Source: an optimization exercise on an open RTL-to-GDS flow (aim: small area, a short achievable clock period and few clock cycles per item). Production flows keep margins and buffers that such runs may drop. RTL that was checked went through simulation tests only; none was proved equivalent to the original.

==> inputs of 02-05 <==
// qpsk_mimo_modulator
module qpsk_mimo_modulator #(
    parameter int R_W = 16,
    parameter int Y_W = 20
) (
    input  logic              i_clk,
    input  logic              i_reset_n,
    input  logic              i_r_load,
    input  logic [20*R_W-1:0] i_r,
    input  logic              i_bit_vld,
    input  logic              i_bit,
    output logic              o_bit_rdy,
    output logic              o_vld,
    input  logic              i_rdy,
    output logic [8*Y_W-1:0]  o_y_hat,
    output logic              o_busy
);
    logic [9:0][15:0] ra, rb;
    logic [2:0]       p;           
    logic [2:0]       cnt;         
    logic [6:0]       col;         
    logic [7:0]       x;           
    logic             xv;          
    logic             win;         
    logic             fin;         
    logic             vld;
    logic             rdy_n;       
    logic             busy;
    logic             p0_n;        
    logic             p0;
    logic       p7, act, acc, acc8, wr_lo;
    logic [7:3] wr_d;
    logic       xv_n, win_n, vld_n;
    logic [2:0] p_n, cnt_n;
    assign p0    = ~p0_n;
    assign p7    = (p == 3'd7);
    assign act   = (p0 & xv) | win;
    assign acc   = i_bit_vld & ~rdy_n;
    assign acc8  = acc & (cnt == 3'd7);
    assign wr_lo = win & (p == 3'd2) & ~vld;
    always_comb
        for (int d = 3; d < 8; d++) wr_d[d] = win & (p == 3'(d));
    assign p_n   = i_r_load ? 3'd0 : p + 3'd1;
    assign cnt_n = acc ? cnt + 3'd1 : cnt;
    assign xv_n  = acc8 | (xv & ~(win & p7));
    assign win_n = act & ~p7 & ~((p == 3'd2) & vld);
    assign vld_n = fin | (vld & ~i_rdy);
    assign o_bit_rdy = ~rdy_n;
    assign o_vld     = vld;
    assign o_busy    = busy;
    always_ff @(posedge i_clk or negedge i_reset_n) begin
        if (!i_reset_n) begin
            p    <= '0;
            p0_n <= 1'b0;
            cnt  <= '0;
            xv   <= 1'b0;
            win  <= 1'b0;
            fin  <= 1'b0;
            vld  <= 1'b0;
            rdy_n <= 1'b0;
            busy <= 1'b0;
        end else begin
            p    <= p_n;
            p0_n <= (p_n != 3'd0);
            cnt  <= cnt_n;
            xv   <= xv_n;
            win  <= win_n;
            fin  <= win & p7;
            vld  <= vld_n;
            busy <= xv_n | (win & p7) | vld_n;
  ...
export LEC_CHECK = 0
export CAP_MARGIN = 50
export CORE_MARGIN = 2
export CORE_UTILIZATION = 60
export CTS_BUF_LIST = sky130_fd_sc_hd__clkbuf_16
export CTS_CLUSTER_DIAMETER = 100
export CTS_CLUSTER_SIZE = 20
export SLEW_MARGIN = 60
create_clock -name core_clock -period 12.0 [get_ports {i_clk}]
standard.sh (not shown) runs the stock make flow with config.mk's settings and CLKGATE_MAP_FILE= SYNTH_SCRIPT=/design/flow/synth_recipe.tcl, a recipe that flattens the netlist after the stock synthesis.
==> flow/flow/run.sh <==
#!/bin/bash
# Standard ORFS layout (the standard.sh) with two changes to how it is built:
#  - ports are buffered with buf_1 cells instead of the resizer's default pick
#  - timing repair aims for 8.5 ns of setup slack beyond the SDC's (the SDC is unchanged)
export BUFFER_PORTS_ARGS="-buffer_cell sky130_fd_sc_hd__buf_1"
export SETUP_SLACK_MARGIN=8.5
bash standard.sh > standard.log 2>&1
==> inputs of 01-27, as changes to 02-05 <==
--- a/flow/design.v
+++ b/flow/design.v
@@ -20,57 +20,56 @@
     logic [6:0]       col;         
     logic [7:0]       x;           
     logic             xv;          
     logic             win;         
     logic             fin;         
     logic             vld;
-    logic             rdy_n;       
+    logic             rdy;
     logic             busy;
-    logic             p0_n;        
-    logic             p0;
-    logic       p7, act, acc, acc8, wr_lo;
-    logic [7:3] wr_d;
+    logic             p0;          
+    logic       p7, act, acc, acc8, hold, wr_lo;
+    logic [7:2] wr_d;
     logic       xv_n, win_n, vld_n;
     logic [2:0] p_n, cnt_n;
-    assign p0    = ~p0_n;
     assign p7    = (p == 3'd7);
     assign act   = (p0 & xv) | win;
-    assign acc   = i_bit_vld & ~rdy_n;
+    assign acc   = i_bit_vld & rdy;
     assign acc8  = acc & (cnt == 3'd7);
-    assign wr_lo = win & (p == 3'd2) & ~vld;
+    assign hold  = vld & ~i_rdy;
+    assign wr_lo = win & (p == 3'd1) & ~hold;
     always_comb
-        for (int d = 3; d < 8; d++) wr_d[d] = win & (p == 3'(d));
+        for (int d = 2; d < 8; d++) wr_d[d] = win & (p == 3'(d));
     assign p_n   = i_r_load ? 3'd0 : p + 3'd1;
     assign cnt_n = acc ? cnt + 3'd1 : cnt;
     assign xv_n  = acc8 | (xv & ~(win & p7));
-    assign win_n = act & ~p7 & ~((p == 3'd2) & vld);
+    assign win_n = act & ~p7 & ~((p == 3'd1) & hold);
     assign vld_n = fin | (vld & ~i_rdy);
-    assign o_bit_rdy = ~rdy_n;
+    assign o_bit_rdy = rdy;
     assign o_vld     = vld;
     assign o_busy    = busy;
     always_ff @(posedge i_clk or negedge i_reset_n) begin
         if (!i_reset_n) begin
             p    <= '0;
-            p0_n <= 1'b0;
+            p0   <= 1'b1;
             cnt  <= '0;
             xv   <= 1'b0;
             win  <= 1'b0;
             fin  <= 1'b0;
             vld  <= 1'b0;
-            rdy_n <= 1'b0;
+            rdy  <= 1'b1;
             busy <= 1'b0;
         end else begin
             p    <= p_n;
-            p0_n <= (p_n != 3'd0);
+            p0   <= (p_n == 3'd0);
             cnt  <= cnt_n;
             xv   <= xv_n;
             win  <= win_n;
             fin  <= win & p7;
             vld  <= vld_n;
             busy <= xv_n | (win & p7) | vld_n;
-            rdy_n <= ~((cnt_n != 3'd7) | ~xv_n | (win_n & (p_n == 3'd7)));
+            rdy  <= (cnt_n != 3'd7) | ~xv_n | (win_n & (p_n == 3'd7));
         end
     end
     always_ff @(posedge i_clk)
         x <= acc8 ? ({i_bit, col} ^ {8{~p_n[0]}}) : ~x;
     always_ff @(posedge i_clk) begin
         if (i_r_load) begin
@@ -84,13 +83,13 @@
                 rb[k] <= ~{rb[k][1:0], rb[k][15:2]};
             end
         end
         if (acc) col <= {i_bit, col[6:1]};
     end
     logic [7:0] g0_u0, g0_u1, g0_ng, g0_si, g0_st, g0_co;
-    logic [1:0] g0_dig, g0_dq1, g0_dq2;
+    logic [1:0] g0_dig, g0_dq1;
     logic [3:0] g0_top;
     logic [19:0] g0_y;
     logic g0_t1, g0_t2, g0_t3, g0_t4, g0_t5, g0_t6, g0_t7, g0_t8, g0_t9, g0_t10, g0_t11, g0_t12, g0_t13, g0_t14, g0_t15, g0_t16, g0_t17, g0_t18, g0_t19, g0_t20, g0_t21, g0_t22, g0_t23, g0_t24, g0_t25, g0_t26, g0_t27, g0_t28, g0_t29, g0_t30, g0_t31, g0_t32;
     logic g0_p1, g0_p2, g0_p3, g0_p4, g0_p5, g0_p6, g0_p7, g0_p8, g0_p9, g0_p10, g0_p11, g0_p12, g0_p13, g0_p14, g0_p15, g0_p16;
     assign g0_u0[0] = ra[0][0] ^ x[0];
     assign g0_u1[0] = ra[0][1] ^ x[0];
@@ -168,24 +167,24 @@
     assign g0_p14 = (1'b1 & g0_p10) | (1'b1 & g0_p12) | (g0_p10 & g0_p12);
     assign g0_p15 = 1'b1 ^ g0_p14;
     assign g0_p16 = 1'b1 & g0_p14;
     always_ff @(posedge i_clk) begin
         g0_st  <= g0_co;
         g0_dq1 <= g0_dig;
-        g0_dq2 <= g0_dq1;
-        if (wr_lo) g0_y[5:0] <= {g0_dig, g0_dq1, g0_dq2};
+        if (wr_lo) g0_y[3:0] <= {g0_dig, g0_dq1};
+        if (wr_d[2]) g0_y[5:4]   <= g0_dig;
         if (wr_d[3]) g0_y[7:6]   <= g0_dig;
         if (wr_d[4]) g0_y[9:8]   <= g0_dig;
         if (wr_d[5]) g0_y[11:10] <= g0_dig;
         if (wr_d[6]) g0_y[13:12] <= g0_dig;
         if (wr_d[7]) g0_y[15:14] <= g0_dig;
         if (fin) g0_y[19:16] <= g0_top;
     end
     assign o_y_hat[0 +: 20] = g0_y;
     logic [7:0] g1_u0, g1_u1, g1_ng, g1_si, g1_st, g1_co;
-    logic [1:0] g1_dig, g1_dq1, g1_dq2;
+    logic [1:0] g1_dig, g1_dq1;
     logic [3:0] g1_top;
     logic [19:0] g1_y;
     logic g1_t1, g1_t2, g1_t3, g1_t4, g1_t5, g1_t6, g1_t7, g1_t8, g1_t9, g1_t10, g1_t11, g1_t12, g1_t13, g1_t14, g1_t15, g1_t16, g1_t17, g1_t18, g1_t19, g1_t20, g1_t21, g1_t22, g1_t23, g1_t24, g1_t25, g1_t26, g1_t27, g1_t28, g1_t29, g1_t30, g1_t31, g1_t32;
     logic g1_p1, g1_p2, g1_p3, g1_p4, g1_p5, g1_p6, g1_p7, g1_p8, g1_p9, g1_p10, g1_p11, g1_p12, g1_p13, g1_p14, g1_p15, g1_p16;
     assign g1_u0[0] = rb[0][0] ^ x[0];
     assign g1_u1[0] = rb[0][1] ^ x[0];
@@ -263,24 +262,24 @@
     assign g1_p14 = (1'b1 & g1_p10) | (1'b1 & g1_p12) | (g1_p10 & g1_p12);
     assign g1_p15 = 1'b1 ^ g1_p14;
     assign g1_p16 = 1'b1 & g1_p14;
     always_ff @(posedge i_clk) begin
         g1_st  <= g1_co;
         g1_dq1 <= g1_dig;
-        g1_dq2 <= g1_dq1;
-        if (wr_lo) g1_y[5:0] <= {g1_dig, g1_dq1, g1_dq2};
+        if (wr_lo) g1_y[3:0] <= {g1_dig, g1_dq1};
+        if (wr_d[2]) g1_y[5:4]   <= g1_dig;
         if (wr_d[3]) g1_y[7:6]   <= g1_dig;
         if (wr_d[4]) g1_y[9:8]   <= g1_dig;
         if (wr_d[5]) g1_y[11:10] <= g1_dig;
         if (wr_d[6]) g1_y[13:12] <= g1_dig;
         if (wr_d[7]) g1_y[15:14] <= g1_dig;
         if (fin) g1_y[19:16] <= g1_top;
     end
     assign o_y_hat[20 +: 20] = g1_y;
     logic [5:0] g2_u0, g2_u1, g2_ng, g2_si, g2_st, g2_co;
-    logic [1:0] g2_dig, g2_dq1, g2_dq2;
+    logic [1:0] g2_dig, g2_dq1;
     logic [3:0] g2_top;
     logic [19:0] g2_y;
     logic g2_t1, g2_t2, g2_t3, g2_t4, g2_t5, g2_t6, g2_t7, g2_t8, g2_t9, g2_t10, g2_t11, g2_t12, g2_t13, g2_t14, g2_t15, g2_t16, g2_t17, g2_t18, g2_t19, g2_t20, g2_t21, g2_t22, g2_t23, g2_t24;
     logic g2_p1, g2_p2, g2_p3, g2_p4, g2_p5, g2_p6, g2_p7, g2_p8, g2_p9, g2_p10, g2_p11, g2_p12;
     assign g2_u0[0] = ra[2][0] ^ x[2];
     assign g2_u1[0] = ra[2][1] ^ x[2];
@@ -340,24 +339,24 @@
     assign g2_p10 = 1'b1 & g2_p8;
     assign g2_p11 = 1'b1 ^ g2_p10;
     assign g2_p12 = 1'b1 & g2_p10;
     always_ff @(posedge i_clk) begin
         g2_st  <= g2_co;
         g2_dq1 <= g2_dig;
-        g2_dq2 <= g2_dq1;
-        if (wr_lo) g2_y[5:0] <= {g2_dig, g2_dq1, g2_dq2};
+        if (wr_lo) g2_y[3:0] <= {g2_dig, g2_dq1};
+        if (wr_d[2]) g2_y[5:4]   <= g2_dig;
         if (wr_d[3]) g2_y[7:6]   <= g2_dig;
         if (wr_d[4]) g2_y[9:8]   <= g2_dig;
         if (wr_d[5]) g2_y[11:10] <= g2_dig;
         if (wr_d[6]) g2_y[13:12] <= g2_dig;
         if (wr_d[7]) g2_y[15:14] <= g2_dig;
         if (fin) g2_y[19:16] <= g2_top;
     end
     assign o_y_hat[40 +: 20] = g2_y;
     logic [5:0] g3_u0, g3_u1, g3_ng, g3_si, g3_st, g3_co;
-    logic [1:0] g3_dig, g3_dq1, g3_dq2;
+    logic [1:0] g3_dig, g3_dq1;
     logic [3:0] g3_top;
     logic [19:0] g3_y;
     logic g3_t1, g3_t2, g3_t3, g3_t4, g3_t5, g3_t6, g3_t7, g3_t8, g3_t9, g3_t10, g3_t11, g3_t12, g3_t13, g3_t14, g3_t15, g3_t16, g3_t17, g3_t18, g3_t19, g3_t20, g3_t21, g3_t22, g3_t23, g3_t24;
     logic g3_p1, g3_p2, g3_p3, g3_p4, g3_p5, g3_p6, g3_p7, g3_p8, g3_p9, g3_p10, g3_p11, g3_p12;
     assign g3_u0[0] = rb[2][0] ^ x[2];
     assign g3_u1[0] = rb[2][1] ^ x[2];
@@ -417,24 +416,24 @@
     assign g3_p10 = 1'b1 & g3_p8;
     assign g3_p11 = 1'b1 ^ g3_p10;
     assign g3_p12 = 1'b1 & g3_p10;
     always_ff @(posedge i_clk) begin
         g3_st  <= g3_co;
         g3_dq1 <= g3_dig;
-        g3_dq2 <= g3_dq1;
-        if (wr_lo) g3_y[5:0] <= {g3_dig, g3_dq1, g3_dq2};
+        if (wr_lo) g3_y[3:0] <= {g3_dig, g3_dq1};
+        if (wr_d[2]) g3_y[5:4]   <= g3_dig;
         if (wr_d[3]) g3_y[7:6]   <= g3_dig;
         if (wr_d[4]) g3_y[9:8]   <= g3_dig;
         if (wr_d[5]) g3_y[11:10] <= g3_dig;
         if (wr_d[6]) g3_y[13:12] <= g3_dig;
         if (wr_d[7]) g3_y[15:14] <= g3_dig;
         if (fin) g3_y[19:16] <= g3_top;
     end
     assign o_y_hat[60 +: 20] = g3_y;
     logic [3:0] g4_u0, g4_u1, g4_ng, g4_si, g4_st, g4_co;
-    logic [1:0] g4_dig, g4_dq1, g4_dq2;
+    logic [1:0] g4_dig, g4_dq1;
     logic [3:0] g4_top;
     logic [19:0] g4_y;
     logic g4_t1, g4_t2, g4_t3, g4_t4, g4_t5, g4_t6, g4_t7, g4_t8, g4_t9, g4_t10, g4_t11, g4_t12, g4_t13, g4_t14, g4_t15, g4_t16;
     logic g4_p1, g4_p2, g4_p3, g4_p4, g4_p5, g4_p6, g4_p7, g4_p8, g4_p9, g4_p10;
     assign g4_u0[0] = ra[5][0] ^ x[4];
     assign g4_u1[0] = ra[5][1] ^ x[4];
@@ -478,24 +477,24 @@
     assign g4_p8 = 1'b1 & g4_p6;
     assign g4_p9 = 1'b1 ^ g4_p8;
     assign g4_p10 = 1'b1 & g4_p8;
     always_ff @(posedge i_clk) begin
         g4_st  <= g4_co;
         g4_dq1 <= g4_dig;
-        g4_dq2 <= g4_dq1;
-        if (wr_lo) g4_y[5:0] <= {g4_dig, g4_dq1, g4_dq2};
+        if (wr_lo) g4_y[3:0] <= {g4_dig, g4_dq1};
+        if (wr_d[2]) g4_y[5:4]   <= g4_dig;
         if (wr_d[3]) g4_y[7:6]   <= g4_dig;
         if (wr_d[4]) g4_y[9:8]   <= g4_dig;
         if (wr_d[5]) g4_y[11:10] <= g4_dig;
         if (wr_d[6]) g4_y[13:12] <= g4_dig;
         if (wr_d[7]) g4_y[15:14] <= g4_dig;
         if (fin) g4_y[19:16] <= g4_top;
     end
     assign o_y_hat[80 +: 20] = g4_y;
     logic [3:0] g5_u0, g5_u1, g5_ng, g5_si, g5_st, g5_co;
-    logic [1:0] g5_dig, g5_dq1, g5_dq2;
+    logic [1:0] g5_dig, g5_dq1;
     logic [3:0] g5_top;
     logic [19:0] g5_y;
     logic g5_t1, g5_t2, g5_t3, g5_t4, g5_t5, g5_t6, g5_t7, g5_t8, g5_t9, g5_t10, g5_t11, g5_t12, g5_t13, g5_t14, g5_t15, g5_t16;
     logic g5_p1, g5_p2, g5_p3, g5_p4, g5_p5, g5_p6, g5_p7, g5_p8, g5_p9, g5_p10;
     assign g5_u0[0] = rb[5][0] ^ x[4];
     assign g5_u1[0] = rb[5][1] ^ x[4];
@@ -539,24 +538,24 @@
     assign g5_p8 = 1'b1 & g5_p6;
     assign g5_p9 = 1'b1 ^ g5_p8;
     assign g5_p10 = 1'b1 & g5_p8;
     always_ff @(posedge i_clk) begin
         g5_st  <= g5_co;
         g5_dq1 <= g5_dig;
-        g5_dq2 <= g5_dq1;
-        if (wr_lo) g5_y[5:0] <= {g5_dig, g5_dq1, g5_dq2};
+        if (wr_lo) g5_y[3:0] <= {g5_dig, g5_dq1};
+        if (wr_d[2]) g5_y[5:4]   <= g5_dig;
         if (wr_d[3]) g5_y[7:6]   <= g5_dig;
         if (wr_d[4]) g5_y[9:8]   <= g5_dig;
         if (wr_d[5]) g5_y[11:10] <= g5_dig;
         if (wr_d[6]) g5_y[13:12] <= g5_dig;
         if (wr_d[7]) g5_y[15:14] <= g5_dig;
         if (fin) g5_y[19:16] <= g5_top;
     end
     assign o_y_hat[100 +: 20] = g5_y;
     logic [1:0] g6_u0, g6_u1, g6_ng, g6_si, g6_st, g6_co;
-    logic [1:0] g6_dig, g6_dq1, g6_dq2;
+    logic [1:0] g6_dig, g6_dq1;
     logic [3:0] g6_top;
     logic [19:0] g6_y;
     logic g6_t1, g6_t2, g6_t3, g6_t4, g6_t5, g6_t6, g6_t7, g6_t8;
     logic g6_p1, g6_p2, g6_p3, g6_p4, g6_p5, g6_p6, g6_p7, g6_p8;
     assign g6_u0[0] = ra[9][0] ^ x[6];
     assign g6_u1[0] = ra[9][1] ^ x[6];
@@ -584,24 +583,24 @@
     assign g6_p6 = 1'b1 & g6_p4;
     assign g6_p7 = 1'b1 ^ g6_p6;
     assign g6_p8 = 1'b1 & g6_p6;
     always_ff @(posedge i_clk) begin
         g6_st  <= g6_co;
         g6_dq1 <= g6_dig;
-        g6_dq2 <= g6_dq1;
-        if (wr_lo) g6_y[5:0] <= {g6_dig, g6_dq1, g6_dq2};
+        if (wr_lo) g6_y[3:0] <= {g6_dig, g6_dq1};
+        if (wr_d[2]) g6_y[5:4]   <= g6_dig;
         if (wr_d[3]) g6_y[7:6]   <= g6_dig;
         if (wr_d[4]) g6_y[9:8]   <= g6_dig;
         if (wr_d[5]) g6_y[11:10] <= g6_dig;
         if (wr_d[6]) g6_y[13:12] <= g6_dig;
         if (wr_d[7]) g6_y[15:14] <= g6_dig;
         if (fin) g6_y[19:16] <= g6_top;
     end
     assign o_y_hat[120 +: 20] = g6_y;
     logic [1:0] g7_u0, g7_u1, g7_ng, g7_si, g7_st, g7_co;
-    logic [1:0] g7_dig, g7_dq1, g7_dq2;
+    logic [1:0] g7_dig, g7_dq1;
     logic [3:0] g7_top;
     logic [19:0] g7_y;
     logic g7_t1, g7_t2, g7_t3, g7_t4, g7_t5, g7_t6, g7_t7, g7_t8;
     logic g7_p1, g7_p2, g7_p3, g7_p4, g7_p5, g7_p6, g7_p7, g7_p8;
     assign g7_u0[0] = rb[9][0] ^ x[6];
     assign g7_u1[0] = rb[9][1] ^ x[6];
@@ -629,14 +628,14 @@
     assign g7_p6 = 1'b1 & g7_p4;
     assign g7_p7 = 1'b1 ^ g7_p6;
     assign g7_p8 = 1'b1 & g7_p6;
     always_ff @(posedge i_clk) begin
         g7_st  <= g7_co;
         g7_dq1 <= g7_dig;
-        g7_dq2 <= g7_dq1;
-        if (wr_lo) g7_y[5:0] <= {g7_dig, g7_dq1, g7_dq2};
+        if (wr_lo) g7_y[3:0] <= {g7_dig, g7_dq1};
+        if (wr_d[2]) g7_y[5:4]   <= g7_dig;
         if (wr_d[3]) g7_y[7:6]   <= g7_dig;
         if (wr_d[4]) g7_y[9:8]   <= g7_dig;
         if (wr_d[5]) g7_y[11:10] <= g7_dig;
         if (wr_d[6]) g7_y[13:12] <= g7_dig;
         if (wr_d[7]) g7_y[15:14] <= g7_dig;
         if (fin) g7_y[19:16] <= g7_top;
==> flow/flow/run.sh (replaced) <==
#!/bin/bash
# Standard ORFS layout (the standard.sh) with two changes to how it is built:
#  - ports are buffered with buf_1 cells instead of the resizer's default pick
#  - timing repair aims for 8.3 ns of setup slack beyond the SDC's (the SDC is unchanged)
export BUFFER_PORTS_ARGS="-buffer_cell sky130_fd_sc_hd__buf_1"
export SETUP_SLACK_MARGIN=8.3
bash standard.sh > standard.log 2>&1
Settings changed: ABC_AREA set to 1, CTS_CLUSTER_SIZE 20 to 25.
==> results.txt <==
02-05 ran to the end with no violations. 01-27 produced a clean layout.
Of 02-05 and 01-27, 02-05 has the higher non-clock buffer count (gap 9).
Via count: 01-27 is lower than 02-05 (0.59%).
Fmax: 02-05 is larger than 01-27 (0.73%).
In 01-27 the register-to-register slack is worse than in 02-05, by 0.21 ns.
Testbench counts of 01-27, summed over its fixed seeds: cycles 4,448, items 512.
Function not checked in 02-05: the RTL went through the layout flow alone.

## separate check: timing with driven ports
How much do the figures lean on ideal ports? The routed layouts below were timed once more, with nothing changed but the port constraints. Step 1, drivers: a clkbuf_16 drives i_clk and a buf_2 each remaining input, both assumed. Step 2 adds t to the input delays and takes it off the output delays; t is the mean of the earliest and latest rising clock arrival at the registers after step 1. Input paths then give back, and output paths get back, about the clock's delay inside the block. Slacks: no drivers / after step 1 / after step 2; pairs: no drivers / after step 1.
run | shift t [ns] | setup WS [ns] | slew at the worst register clock pin (ns)
02-05 | 0.577 | 8.390 / 8.336 / 7.909 | 0.09 / 0.09
01-27 | 0.615 | 8.363 / 8.308 / 7.817 | 0.10 / 0.10
After both steps every run listed still meets setup and hold. For 01-27, which loses most, drivers alone change the setup slack by -0.055 ns; drivers and shift together by -0.546 ns.
